From an optimization exercise on the open Yosys and OpenROAD flow, aimed at small area, a short achievable clock period and few clock cycles; shortcuts taken in it are not production practice.
Where RTL was checked, it was by simulation tests only, not by an equivalence proof against the original.

// ast_tensor_stream_sv
module ast_tensor_stream_sv #(
   parameter int DATAWIDTH = 14,
   parameter int SIZE      = 4,
   parameter int ACCWIDTH  = 2*DATAWIDTH+$clog2(SIZE)
) (
   input  logic                   clk,
   input  logic                   reset_n,
   input  logic                   cfg_valid,
   input  logic [$clog2(SIZE):0]  cfg_q,
   input  logic [$clog2(SIZE):0]  cfg_r,
   input  logic [$clog2(SIZE):0]  cfg_k,
   input  logic                   in_valid,
   output logic                   in_ready,
   input  logic                   in_set,
   input  logic [DATAWIDTH-1:0]   in_data,
   input  logic                   start,
   input  logic                   keep_b,
   input  logic                   relu,
   output logic                   out_valid,
   input  logic                   out_ready,
   output logic [DATAWIDTH-1:0]   out_data,
   output logic                   out_last,
   output logic                   busy,
   output logic                   done,
   output logic                   err
);
   localparam int unsigned CW = $clog2(SIZE) + 1;
   localparam int unsigned NW = 2 * CW;
   logic [CW-1:0] q_r, r_r, k_r;
   logic [NW-1:0] a_cnt, b_cnt, a_need, b_need;
   logic          keep_r;
   logic          a_room, b_room;      
   logic          dims_ok, start_ok, accept, go, fin;
   logic [1:0]    ai, ar;              
   assign a_need   = NW'(q_r) * NW'(r_r);
   assign b_need   = NW'(r_r) * NW'(k_r);
   assign dims_ok  = (q_r != '0) && (r_r != '0) && (k_r != '0) &&
                     (q_r <= CW'(SIZE)) && (r_r <= CW'(SIZE)) && (k_r <= CW'(SIZE));
   assign start_ok = !cfg_valid && dims_ok && (a_cnt == a_need) && (b_cnt == b_need);
   assign in_ready = in_set ? b_room : a_room;
   assign accept   = in_valid && in_ready && !cfg_valid;
   assign go       = !busy && start && start_ok;
   assign fin      = out_valid && out_ready && out_last;
   logic [CW-1:0] q_n, r_n, k_n;
   logic [NW-1:0] a_cnt_n, b_cnt_n;
   logic          busy_n;
   always_comb begin
      q_n = q_r; r_n = r_r; k_n = k_r;
      a_cnt_n = a_cnt; b_cnt_n = b_cnt;
      busy_n = busy;
      if (!busy) begin
         if (cfg_valid) begin
            q_n = cfg_q; r_n = cfg_r; k_n = cfg_k;
  ...
export LEC_CHECK = 0
export ABC_AREA = 1
export ABC_CLOCK_PERIOD_IN_PS = 5000
export CAP_MARGIN = 20
export CORE_MARGIN = 2
export CORE_UTILIZATION = 50
export CTS_CLUSTER_DIAMETER = 80
export CTS_CLUSTER_SIZE = 24
export PLACE_DENSITY = 0.75
export SLEW_MARGIN = 20
create_clock -name core_clock -period 10.0 [get_ports {clk}]
standard.sh (not shown) runs the stock make flow with config.mk's settings and CLKGATE_MAP_FILE= SYNTH_SCRIPT=/design/flow/synth_recipe.tcl, a recipe that flattens the netlist after the stock synthesis.
==> flow/flow/run.sh <==
#!/bin/bash
# Standard layout, with timing repair aiming further below the clock period.
set -e
export SETUP_SLACK_MARGIN=5.6
bash standard.sh > standard.log 2>&1
Testbench counts at the start, summed over its fixed seeds: cycles 15,315.
Then changed:
- ABC_AREA: 1 -> not set
What happened:
- The new run completed with no timing, DRC or antenna violations
- final area went down by 9.7%
- final cell count shrinks by 26%
- clock skew climbs by 0.040 ns
- worst setup slack gets better by 0.086 ns
- first-iteration DRC count falls by 17%
- worst hold slack is worse by 0.0054 ns
- critical path depth goes down by 9
- routed wire length went down by 22%
- area after synthesis went down by 4.8%

* * *

Another version of the RTL of ast_tensor_stream_sv (not shown whole).
For scale: roughly 4300 cells after synthesis, ~770 flip-flops, ~52 I/O pins, about 0.049 mm² of cells after synthesis.
clock: 10.0 ns
lec_check: 0
abc_clock_period_in_ps: 5000
cap_margin: 20
core_margin: 2
core_utilization: 50
slew_margin: 20
==> flow/flow/run.sh <==
#!/bin/bash
# Standard layout, with timing repair aiming further below the clock period.
set -e
export SETUP_SLACK_MARGIN=5.7
bash standard.sh > standard.log 2>&1
Change:
- CTS_CLUSTER_DIAMETER: default -> 80
- CTS_CLUSTER_SIZE: default -> 24
Via count went down by 0.55%.
Fmax barely changes.
Register-to-register slack hardly moves.
Sequential share of layout area went up by 0.94 points.
Synthesized cell count is unchanged.
Synthesized area does not change.
No run of this note included a check of the RTL's function; only the layout flow was run.

* * *

Setup of v45:
Another version of the RTL of ast_tensor_stream_sv (not shown whole).
Size in the first run: roughly 740 flip-flops, ~52 I/O pins, about 48000 um2 of cells after synthesis.
make LEC_CHECK=0 ABC_CLOCK_PERIOD_IN_PS=5000 CAP_MARGIN=20 CORE_MARGIN=2 CORE_UTILIZATION=50 CTS_BUF_LIST='sky130_fd_sc_hd__clkbuf_4 sky130_fd_sc_hd__clkbuf_8' SETUP_SLACK_MARGIN=5 SLEW_MARGIN=20 finish   # period 10.0 ns
run.sh (not shown) runs the stock make flow with config.mk's settings and CLKGATE_MAP_FILE= SYNTH_SCRIPT=/design/flow/synth_recipe.tcl, a recipe that flattens the netlist after the stock synthesis.
Stock flow here: none of the scripts above is used.
v45 completed end to end with timing, DRC and antenna clean.
Testbench counts of v45, summed over its fixed seeds: cycles 15,315.
For v49, these inputs were changed with respect to v45:
- SETUP_SLACK_MARGIN removed (was 5)
- CTS_BUF_LIST removed (was sky130_fd_sc_hd__clkbuf_4 sky130_fd_sc_hd__clkbuf_8)
==> flow/flow/run.sh (new file) <==
#!/bin/bash
# Standard layout, with timing repair aiming further below the clock period.
set -e
export SETUP_SLACK_MARGIN=5.6
bash standard.sh > standard.log 2>&1
==> flow/standard.sh (new file) <==
#!/bin/bash
# synth_recipe.tcl (not shown) runs the flow's synth.tcl, then flattens the netlist and writes it again
# the make line also repeats each setting of config.mk as NAME=value (left out here)
make -C /OpenROAD-flow-scripts/flow DESIGN_CONFIG=/design/flow/config.mk WORK_HOME=/design/flow/orfs CLKGATE_MAP_FILE= SYNTH_SCRIPT=/design/flow/synth_recipe.tcl "${@:-finish}"
removed: flow/run.sh
### Flow results
- Diff v45 -> v49: logic depth of the worst register-to-register path rose by 1, highest fanout seen on the critical path fell by 12, final area rose by 2.0%.
- Relative to v45, register share of the cell area decreased by 0.29 points in v49.
- Reported for v49 and v45, count of port buffers added during placement turned out identical to the last digit.
- Between v45 and v49, worst setup slack after layout increased.
Input-level comparison between v29 and v49:
- SETUP_SLACK_MARGIN now 5, previously not set
==> flow/run.sh (new file) <==
#!/bin/bash
# synth_recipe.tcl (not shown) runs the flow's synth.tcl, then flattens the netlist and writes it again
# the make line also repeats each setting of config.mk as NAME=value (left out here)
make -C /OpenROAD-flow-scripts/flow DESIGN_CONFIG=/design/flow/config.mk WORK_HOME=/design/flow/orfs CLKGATE_MAP_FILE= SYNTH_SCRIPT=/design/flow/synth_recipe.tcl finish
removed: flow/flow/run.sh
removed: flow/standard.sh
==> run summary <==
v29: all stages complete, timing, DRC and antenna checks passed
Critical path arrival up 2.85 ns in v29 wrt v49
Measured against v29, the achievable clock frequency of v49 comes out at 1.07 times the reference value.
Count of plain and timing-repair buffers in the layout, v29 and v49: higher on v49
v29 vs. v49: highest fanout seen on the critical path went up by 12.
Flip-flop and latch share of the layout cell area was lower in the run labelled v49.
Compared with v49, in v29 global-route usage over all layers now smaller, setup slack after layout went down by 0.32 ns.

* * *

build 16:
ast_tensor_stream_sv, a different RTL version from the one above (not shown whole).
For scale: about 4300 cells after synthesis, roughly 750 flip-flops, roughly 52 I/O pins, roughly 50000 um2 of cells after synthesis.
export LEC_CHECK = 0
export ABC_CLOCK_PERIOD_IN_PS = 4300
export CAP_MARGIN = 20
export CORE_MARGIN = 2
export CORE_UTILIZATION = 50
export CTS_CLUSTER_DIAMETER = 80
export CTS_CLUSTER_SIZE = 24
export SLEW_MARGIN = 20
create_clock -name core_clock -period 10.0 [get_ports {clk}]
standard.sh (not shown) runs the stock make flow with config.mk's settings and CLKGATE_MAP_FILE= SYNTH_SCRIPT=/design/flow/synth_recipe.tcl, a recipe that flattens the netlist after the stock synthesis.
==> flow/flow/run.sh <==
#!/bin/bash
# Standard layout, with timing repair aiming further below the clock period.
set -e
export SETUP_SLACK_MARGIN=5.6
bash standard.sh > standard.log 2>&1
Build 16 has completed all stages; timing, DRC and antenna checks passed.
Testbench counts of build 16, summed over its fixed seeds: cycles 15,315.
Changes in build 14 relative to build 16:
Settings: ABC_CLOCK_PERIOD_IN_PS now 5000, was 4300.
==> flow/flow/run.sh <==
#!/bin/bash
# Standard layout, with timing repair aiming further below the clock period.
set -e
export SETUP_SLACK_MARGIN=5.75
bash standard.sh > standard.log 2>&1
### Flow results
- Diff build 16..build 14 | final hold violation count | unchanged
- Sort build 16 and build 14 by detailed route wirelength on metal3, ascending, and build 16 comes first.
- Build 14 ended up with a higher share of post-route cells with drive strength above 1 than build 16 did.
- Cmp build 16 and build 14 / synthesis-to-layout area growth / lower: build 16
diff inputs: build 14 => build 79
Settings: CTS_CLUSTER_DIAMETER now 90, was 80; CTS_CLUSTER_SIZE now 30, was 24; PLACE_DENSITY now 0.75, previously not set.
==> flow/flow/run.sh <==
#!/bin/bash
# Standard layout, with timing repair aiming further below the clock period.
set -e
export SETUP_SLACK_MARGIN=5.6
bash standard.sh > standard.log 2>&1
==> run summary <==
Row number of buffers added for setup after CTS: build 79 lower / build 14 higher. On global-route wire length before repair, build 14 loses to build 79. In the reports for build 14 and build 79, the larger number of vias after detailed routing belongs to build 79. The worst setup slack before clock tree synthesis in build 79 sits 0.021 ns below the value recorded for build 14. Comparing build 14 and build 79, clock edge transition at the registers on the reported setup and hold paths is higher on build 79. Summary: tightest hold margin, build 79 worse than build 14. Delta (build 79 minus build 14): final weighted congestion in routability-driven placement increased by about 8% relative to the old numbers; synthesis-to-finish area growth saw a decrease; synthesized netlist cell count essentially unchanged; minimum setup slack among reg-to-reg paths saw a decrease.
## Diff of input files: build 82 against build 79
Settings: CTS_CLUSTER_DIAMETER now 80, was 90; CTS_CLUSTER_SIZE now 24, was 30.
==> flow/flow/run.sh <==
#!/bin/bash
# Standard layout, with timing repair aiming further below the clock period.
set -e
export SETUP_SLACK_MARGIN=5.52
bash standard.sh > standard.log 2>&1
## What came out
- From build 82 to build 79, synthesized area per cell did not move at all.
- On post-route cell area: between build 79 and build 82, it ends up lower for build 82.
- Sequential cell area share: build 79 vs build 82 — no meaningful difference
- In summary, build 82 completed successfully, with a layout that passed the timing, design-rule and antenna checks.
- Looking at the reports, build 79 completed the entire flow and the layout it produced met the timing, design-rule and antenna checks.
- Build 82 — clock skew 0.0099 ns lower, build 79 as reference
- Of build 79 and build 82, the higher count of cell instances traversed by the critical path belongs to build 82.
- Changes observed in build 82 relative to build 79: remaining max-slew budget at the tightest pin fell 12 points, post-route fraction of the period consumed by the critical path flat.

## afterwards: timing with drivers on the ports
Ports are ideal in the flow. The routed layouts listed here were re-timed in OpenROAD.
Step 1: set_driving_cell puts a clkbuf_16 on clk and a buf_2 on each other input, an assumption about the parent block.
Step 2, shift: input delay + t, output delay - t, t = (earliest + latest rising clock arrival at the registers) / 2. This alone moves slack from input paths to output paths.
Slacks: ideal ports / drivers / drivers and shift; pairs: ideal ports / drivers.
| run | t (ns) | slack for setup (ns) | worst hold slack (ns) | worst setup path at the end | latest minus earliest clock arrival (ns) |
|---|---|---|---|---|---|
| the first run of note 1 | 0.740 | 5.533 / 5.533 / 5.114 | 0.473 / 0.473 / 0.473 | input to register | 0.031 / 0.031 |
| the second run of note 1 | 0.720 | 5.619 / 5.557 / 5.067 | 0.467 / 0.467 / 0.467 | input to register | 0.071 / 0.071 |
| the first run of note 2 | 0.730 | 5.179 / 5.179 / 5.106 | 0.450 / 0.450 / 0.450 | input to register | 0.026 / 0.026 |
| the second run of note 2 | 0.726 | 5.190 / 5.190 / 5.185 | 0.453 / 0.453 / 0.453 | input to register | 0.033 / 0.033 |
| v45 | 0.851 | 5.103 / 5.103 / 4.381 | 0.455 / 0.455 / 0.455 | input to register | 0.063 / 0.064 |
| v49 | 0.722 | 5.487 / 5.439 / 4.815 | 0.465 / 0.465 / 0.465 | input to register | 0.033 / 0.033 |
| v29 | 0.710 | 5.167 / 5.167 / 4.596 | 0.450 / 0.450 / 0.450 | input to register | 0.031 / 0.031 |
| build 16 | 0.726 | 5.589 / 5.543 / 5.023 | 0.482 / 0.482 / 0.482 | input to register | 0.041 / 0.041 |
| build 14 | 0.724 | 5.582 / 5.534 / 5.121 | 0.484 / 0.484 / 0.484 | input to register | 0.034 / 0.033 |
| build 79 | 0.724 | 5.543 / 5.519 / 5.051 | 0.479 / 0.479 / 0.479 | input to register | 0.042 / 0.041 |
| build 82 | 0.706 | 5.538 / 5.496 / 5.010 | 0.483 / 0.483 / 0.483 | input to register | 0.031 / 0.031 |
After both steps setup and hold are still met in every run listed. For v45, which loses most, drivers alone change the setup slack by 0.000 ns; drivers and shift together by -0.722 ns.
